What follows belongs to an exercise in optimizing a design on an open flow for small area and a short achievable clock period; a production flow would make more cautious choices.
Only simulation tests tie the RTL to the original design; equivalence was not proved.
Power figures rest on the tool's default switching activity, not on a simulated workload.

==> design/flow/design.v <==
module cic_iq_decim #(
  parameter int DIN_W    = 16,
  parameter int DOUT_W   = 16,
  parameter int STAGES   = 4,
  parameter int MAX_RATE = 16,
  parameter int GAIN_W   = 16,
  localparam int RATE_W  = $clog2(MAX_RATE + 1),
  localparam int ACC_W   = DIN_W + STAGES * $clog2(MAX_RATE),
  localparam int SHIFT_W = $clog2(ACC_W)
) (
  input  logic                     clk,
  input  logic                     rst,
  input  logic                     s_axis_data_tvalid,
  input  logic signed [DIN_W-1:0]  s_axis_data_tdata_real,
  input  logic signed [DIN_W-1:0]  s_axis_data_tdata_imag,
  input  logic                     cfg_load,
  input  logic [RATE_W-1:0]        cfg_rate,
  input  logic [SHIFT_W-1:0]       cfg_shift,
  input  logic [GAIN_W-1:0]        cfg_gain,
  output logic                     m_axis_data_tvalid,
  output logic signed [DOUT_W-1:0] m_axis_data_tdata_real,
  output logic signed [DOUT_W-1:0] m_axis_data_tdata_imag
);
  localparam int SH_W  = ACC_W + 1;
  localparam int MUL_W = SH_W + GAIN_W + 1;
  localparam logic signed [MUL_W-1:0] P_RND = MUL_W'(2 ** (GAIN_W - 3));
  logic [RATE_W-1:0]  rate_r;
  logic [SHIFT_W-1:0] shift_r;
  logic [GAIN_W-1:0]  gain_r;
  logic [SHIFT_W:0]   shift_ext;
  logic               flush;
  logic [RATE_W-1:0]  cnt;
  logic               stb;
  logic               v_cap;
  logic [STAGES-1:0]  v_cmb;
  logic               v_sh;
  logic               v_mul;
  logic signed [DIN_W-1:0]  din       [2];
  logic signed [ACC_W-1:0]  integ     [2][STAGES];
  logic signed [ACC_W-1:0]  integ_nxt [2][STAGES];
  logic signed [ACC_W-1:0]  cap       [2];
  logic signed [ACC_W-1:0]  dly       [2][STAGES];
  logic signed [ACC_W-1:0]  cmb       [2][STAGES];
  logic signed [SH_W-1:0]   sh_nxt    [2];
  logic signed [SH_W-1:0]   sh        [2];
  logic signed [SH_W-1:0]   sh_rnd;
  logic signed [MUL_W-1:0]  mul       [2];
  logic signed [DOUT_W-1:0] dout_nxt  [2];
  assign flush     = rst | cfg_load;
  assign shift_ext = {1'b0, cfg_shift};
  assign din[0]    = s_axis_data_tdata_real;
  assign din[1]    = s_axis_data_tdata_imag;
  always_ff @(posedge clk) begin
    if (rst) begin
      rate_r  <= RATE_W'(2);
      shift_r <= '0;
      gain_r  <= GAIN_W'(2 ** (GAIN_W - 2));
    end else if (cfg_load) begin
      if (cfg_rate < RATE_W'(2))
        rate_r <= RATE_W'(2);
      else if (cfg_rate > RATE_W'(MAX_RATE))
        rate_r <= RATE_W'(MAX_RATE);
      else
        rate_r <= cfg_rate;
      if (shift_ext > (SHIFT_W + 1)'(ACC_W - 1))
        shift_r <= SHIFT_W'(ACC_W - 1);
      else
        shift_r <= cfg_shift;
      gain_r <= cfg_gain;
    end
  end
  always_comb begin
    sh_rnd = '0;
    if (shift_r != '0)
      sh_rnd = SH_W'(1) << (shift_r - 1'b1);
    for (int c = 0; c < 2; c++) begin
      integ_nxt[c][0] = integ[c][0] + ACC_W'(din[c]);
      for (int k = 1; k < STAGES; k++)
        integ_nxt[c][k] = integ[c][k] + integ_nxt[c][k-1];
      sh_nxt[c] = (SH_W'(cmb[c][STAGES-1]) + sh_rnd) >>> shift_r;
      dout_nxt[c] = DOUT_W'((mul[c] + P_RND) >>> (GAIN_W - 2));
    end
  end
  always_ff @(posedge clk) begin
    if (flush) begin
      cnt   <= '0;
      stb   <= 1'b0;
      v_cap <= 1'b0;
      v_cmb <= '0;
      v_sh  <= 1'b0;
      v_mul <= 1'b0;
      for (int c = 0; c < 2; c++) begin
        cap[c] <= '0;
        sh[c]  <= '0;
        mul[c] <= '0;
        for (int k = 0; k < STAGES; k++) begin
          integ[c][k] <= '0;
          dly[c][k]   <= '0;
          cmb[c][k]   <= '0;
        end
      end
    end else begin
      stb <= 1'b0;
      if (s_axis_data_tvalid) begin
        for (int c = 0; c < 2; c++)
          for (int k = 0; k < STAGES; k++)
            integ[c][k] <= integ_nxt[c][k];
        if (cnt == rate_r - 1'b1) begin
          cnt <= '0;
          stb <= 1'b1;
        end else begin
          cnt <= cnt + 1'b1;
        end
      end
      v_cap    <= stb;
      v_cmb[0] <= v_cap;
      for (int k = 1; k < STAGES; k++)
        v_cmb[k] <= v_cmb[k-1];
      v_sh  <= v_cmb[STAGES-1];
      v_mul <= v_sh;
      for (int c = 0; c < 2; c++) begin
        if (stb)
          cap[c] <= integ[c][STAGES-1];
        if (v_cap) begin
          cmb[c][0] <= cap[c] - dly[c][0];
          dly[c][0] <= cap[c];
        end
        for (int k = 1; k < STAGES; k++) begin
          if (v_cmb[k-1]) begin
            cmb[c][k] <= cmb[c][k-1] - dly[c][k];
            dly[c][k] <= cmb[c][k-1];
          end
        end
        if (v_cmb[STAGES-1])
          sh[c] <= sh_nxt[c];
        if (v_sh)
          mul[c] <= MUL_W'(sh[c]) * MUL_W'($signed({1'b0, gain_r}));
      end
    end
  end
  always_ff @(posedge clk) begin
    if (rst) begin
      m_axis_data_tvalid     <= 1'b0;
      m_axis_data_tdata_real <= '0;
      m_axis_data_tdata_imag <= '0;
    end else if (cfg_load) begin
      m_axis_data_tvalid <= 1'b0;
    end else begin
      m_axis_data_tvalid <= v_mul;
      if (v_mul) begin
        m_axis_data_tdata_real <= dout_nxt[0];
        m_axis_data_tdata_imag <= dout_nxt[1];
      end
    end
  end
endmodule
==> design/flow/run.sh <==
#!/bin/bash
# synth_recipe.tcl (not shown) runs the flow's synth.tcl, then flattens the netlist and writes it again
# the make line also repeats each setting of config.mk as NAME=value (left out here)
make -C /OpenROAD-flow-scripts/flow DESIGN_CONFIG=/design/flow/config.mk WORK_HOME=/design/flow/orfs CLKGATE_MAP_FILE= SYNTH_SCRIPT=/design/flow/synth_recipe.tcl finish
==> design/flow/config.mk <==
export PLATFORM = sky130hd
export DESIGN_NAME = cic_iq_decim
export DESIGN_NICKNAME = cic_iq_decim
export VERILOG_FILES = /design/flow/design.v
export SDC_FILE = /design/flow/constraint.sdc
export NUM_CORES = 4
export LEC_CHECK = 0
export CAP_MARGIN = 20
export CORE_MARGIN = 2
export CORE_UTILIZATION = 40
export SLEW_MARGIN = 20
==> design/flow/constraint.sdc <==
create_clock -name core_clock -period 9.5 [get_ports {clk}]
set_input_delay 1.9000 -clock core_clock [delete_from_list [all_inputs] [get_ports {clk}]]
set_output_delay 1.9000 -clock core_clock [all_outputs]
set_load 0.01 [all_outputs]
==> results.txt <==
-- layer usage --
| metal | up-vias | global-route usage |
|---|---|---|
| met1 | 33900 | 0.269 |
| met5 | - | 0 |
| met3 | 403 | 0.0255 |
| met2 | 1360 | 0.353 |
| met4 | 0 | 0.0747 |
| li1 | 34700 | - |
-- power breakdown --
part	total, mW	internal (mW)	switching (mW)	leakage [nW]
sequential	4.42	4.30	0.121	8.07
combinational	3.32	1.57	1.75	30.5
clock	4.87	2.91	1.96	2.03
total	12.6	8.78	3.83	40.6
-- registers in the layout, summed over array words and instances (netlist names) --
name,cells
v_cmb,4
v_sh,1
m_axis_data_tvalid,1
v_cap,1
cap,64
gain_r,16
integ,256
shift_r,5
v_mul,1
stb,1
rate_r,5
m_axis_data_tdata_imag,16
m_axis_data_tdata_real,16
cnt,5
sh,60
mul,34
cmb,256
dly,256
-- how the worst max path moves through the flow --
stage,start,end,slack (ns),cells past startpoint
after floorplan,s_axis_data_tdata_imag[0],integ[7][31],0.34,37
after global placement,s_axis_data_tdata_imag[0],integ[7][31],-0.79,39
after detailed placement,s_axis_data_tdata_imag[0],integ[7][31],-0.94,39
after CTS,s_axis_data_tdata_imag[0],integ[7][31],0.007,44
after global routing,s_axis_data_tdata_imag[0],integ[7][31],-0.04,45
final,s_axis_data_tdata_imag[0],integ[7][31],0.35,45
-- layout by cell type, fill, tap and decap left out, types with 52 or more instances in the layout --
cell type | netlist | final
sky130_fd_sc_hd__a21oi_1 | 563 | 548
sky130_fd_sc_hd__mux2i_1 | 744 | 744
sky130_fd_sc_hd__xor2_1 | 196 | 194
sky130_fd_sc_hd__ha_1 | 726 | 722
sky130_fd_sc_hd__clkbuf_16 | 0 | 116
sky130_fd_sc_hd__nand2_1 | 857 | 856
sky130_fd_sc_hd__o21a_1 | 96 | 96
sky130_fd_sc_hd__a211oi_1 | 147 | 146
sky130_fd_sc_hd__nand3_1 | 121 | 121
sky130_fd_sc_hd__nand2b_1 | 74 | 74
sky130_fd_sc_hd__a21o_1 | 253 | 253
sky130_fd_sc_hd__buf_4 | 6 | 416
sky130_fd_sc_hd__nor2b_1 | 105 | 104
sky130_fd_sc_hd__clkdlybuf4s50_1 | 0 | 91
sky130_fd_sc_hd__xnor2_1 | 409 | 407
sky130_fd_sc_hd__dfxtp_1 | 998 | 985
sky130_fd_sc_hd__o21bai_1 | 69 | 69
sky130_fd_sc_hd__nor2_1 | 1287 | 1284
sky130_fd_sc_hd__nor3_1 | 133 | 131
sky130_fd_sc_hd__fa_1 | 566 | 565
sky130_fd_sc_hd__o211ai_1 | 55 | 55
sky130_fd_sc_hd__and3_1 | 62 | 62
sky130_fd_sc_hd__and2_1 | 273 | 273
sky130_fd_sc_hd__o21ai_0 | 322 | 312
sky130_fd_sc_hd__or3_1 | 53 | 52
sky130_fd_sc_hd__inv_1 | 1048 | 1048
-- cell type report --
class | count | area share
Clock inverter | 57 | 0.00888
Clock buffer | 158 | 0.0345
Multi-Input combinational cell | 7691 | 0.628
Timing Repair Buffer | 514 | 0.0429
Inverter | 1052 | 0.0410
Tap cell | 2838 | 0.0369
Sequential cell | 998 | 0.208
Antenna cell | 1 | 0.0000260
-- logic make-up after synthesis --
logic type,count (synthesis),synth area share
adders and majority gates,1292,0.238
DFF,998,0.233
xor gates and xnor gates,609,0.0627
and+or+nand+nor,3099,0.161
muxes,779,0.0927
buffers and inverters,1507,0.0676
AOI/OAI and AO/OA,1910,0.145
other,1,0.0000437
-- cell usage after synthesis (all sizes together), types with 64 or more instances --
cell,instances,area [um2]
a211oi,148,1120
a21o,253,1900
a21oi,567,2850
and2,274,1720
and3,64,403
buf,75,337
clkbuf,379,1510
dfxtp,998,20000
fa,566,11300
ha,726,9080
inv,1049,3940
mux2i,744,7450
nand2,857,3220
nand2b,74,463
nand3,121,606
nor2,1289,4840
nor2b,105,657
nor3,133,666
o21a,96,721
o21ai,331,1660
o21bai,69,518
xnor2,409,3580
xor2,197,1730
-- tightest hold or removal path: cells and delay by family (launching register included) --
family	cells	cell delay (ns)
flip-flops	1	0.31
AO/OA/AOI/OAI	1	0.06
AND/OR/NAND/NOR	1	0.06
-- what timing repair did --
action	4_1_cts	5_1_grt
hold buffers	0	0
endpoints found under the setup margin	1	10
gates resized for setup	4	59
setup buffers	9	4
pin swaps	4	25
hold endpoints to repair	0	0
==> impl_metrics.sql <==
INSERT INTO impl_metrics (metric_group, metric, value, unit) VALUES
('run_status', 'run_status', 'finished clean', ''),
('synth', 'netlist_area', '85900', 'um2'),
('global_route', 'grt_overflow_total', '0', ''),
('setup_path', 'start_to_end_type_of_the_worst_setup_path', 'input pin to flip-flop', ''),
('cts', 'cts_buffer_depth', '3', ''),
('cts', 'clk-insertion-delay-late', '0.77', 'ns'),
('setup_path', 'path_max_fanout', '4', ''),
('timing', 'finalHoldWorstSlack', '0.472', 'ns'),
('die', 'die_height', '467', 'um'),
('drt', 'ant_nets', '0', ''),
('layout', 'drive_above_1_share', '0.0752', ''),
('timing', 'final-max-slew-violation-count', '0', ''),
('layout', 'layout.nets', '11700', ''),
('die', 'core.rowCount', '170', ''),
('setup_path', 'r2r.worst_path.cells', '22', ''),
('drt', 'initialDrtViolationCount', '3885', ''),
('die', 'placeable_core_area', '214000', 'um2'),
('synth', 'async_reset_ff_frac', '0', ''),
('place', 'dpl.cell_count', '13100', ''),
('timing', 'unrepaired_setup_endpoints_after_global_routing', 'yes', ''),
('timing', 'timing.fmax', '109', 'MHz'),
('drt', 'met3RoutedLength', '9450', 'um'),
('timing', 'final_min_period_over_clock_period', '0.963', ''),
('synth', 'post_synth_edffs', '0', ''),
('synth', 'post_synth_num_cell_types', '107', ''),
('global_route', 'first_pass_grt_wire_length', '374000', 'um'),
('flow_run', 'maxCapViolations', '0', ''),
('global_route', 'first_global_vias', '70000', ''),
('synth', 'syn-mean-instance-area', '8.43', 'um2'),
('layout', 'fin_area', '96200', 'um2'),
('power_and_ir_drop', 'pwr_density_cell', '131', 'nW/um2'),
('drt', 'dr_wl_met2', '107000', 'um'),
('hold_path', 'worst_hold_path_type', 'flip-flop to flip-flop', ''),
('cts', 'cts_max_level', '3', ''),
('hold_path', 'hold_depth', '2', ''),
('drt', 'routedWlPerCell', '17.2', 'um'),
('die', 'fp.dieArea', '218000', 'um2'),
('hold_path', 'hold_worst_path_end', 'integ[1][15]', ''),
('setup_path', 'crit_slowest_cell', 'sky130_fd_sc_hd__clkdlybuf4s50_1', ''),
('layout', 'final-instance-count-excl-fill', '13300', ''),
('timing', 'max-slew-margin-rel', '0.217', ''),
('timing', 'count_of_endpoints_failing_hold_in_the_final_timing_report', '0', ''),
('place', 'placement.setup.worst_slack', '-0.943', 'ns'),
('die', 'dieWidth', '467', 'um'),
('place', 'dp_hpwl', '173000', 'um'),
('place', 'postPlaceCellArea', '91700', 'um2'),
('layout', 'final_core_util', '0.450', ''),
('setup_path', 'slowest_delay', '0.41', 'ns'),
('synth', 'seq_area_frac_synth', '0.233', ''),
('setup_path', 'ff2ff_setup_slack', '1.37', 'ns'),
('synth', 'synth_ff_type', 'sky130_fd_sc_hd__dfxtp_1', ''),
('setup_path', 'worst_ep_arrival_time', '9.84', 'ns'),
('timing', 'timing.final.setup_violations', '0', ''),
('setup_path', 'cp.required', '10.19', 'ns'),
('layout', 'multi_input_comb_area', '60400', 'um2'),
('drt', 'dr.pass1.iters', '6', ''),
('cts', 'cts_num_sinks', '998', ''),
('drt', 'finalWirelength', '229000', 'um'),
('cts', 'clk_root_buffer_cell', 'sky130_fd_sc_hd__clkbuf_16', ''),
('drt', 'vias', '70400', ''),
('layout', 'syn_to_final_growth', '12.0', '%'),
('setup_path', 'r2r_end', 'mul[0][29]', ''),
('cts', 'clk_pin_slew', '0.06', 'ns'),
('setup_path', 'critPathTopFamily', 'compound AO/OA/AOI/OAI gates', ''),
('layout', 'seq_area', '20000', 'um2'),
('synth', 'ys_warn_count', '11', ''),
('drt', 'remaining_drc_errors', '0', ''),
('power_and_ir_drop', 'ir_drop', '0.182', 'mV'),
('synth', 'synth_cells', '10200', ''),
('synth', 'synth.ff_latch_count', '998', ''),
('timing', 'final_ws_setup', '0.350', 'ns');

-- afterwards: timing with drivers on the ports --
The results above use ideal ports. As a check the final layout listed here was re-extracted and re-timed, cells and wires unchanged.
Step 1 sets driving cells, clkbuf_16 on the clock port and buf_2 on the other inputs (assumed; they add their load-dependent delay and slew).
Step 2, shift: input delay + t, output delay - t, t = (earliest + latest rising clock arrival at the registers) / 2. This alone moves slack from input paths to output paths.
Slacks: no drivers / after step 1 / after step 2; pairs: no drivers / after step 1.
t (ns): 0.828
slack for setup (ns): 0.350 / 0.410 / -0.418
worst setup path after step 2: input to register
clock arrival spread, ns: 0.050 / 0.050
cell pins on the clock port's net: 1
With both steps, setup timing fails in this run, where it was met with ideal ports. For this run, drivers alone change the setup slack by +0.060 ns; drivers and shift together by -0.768 ns.
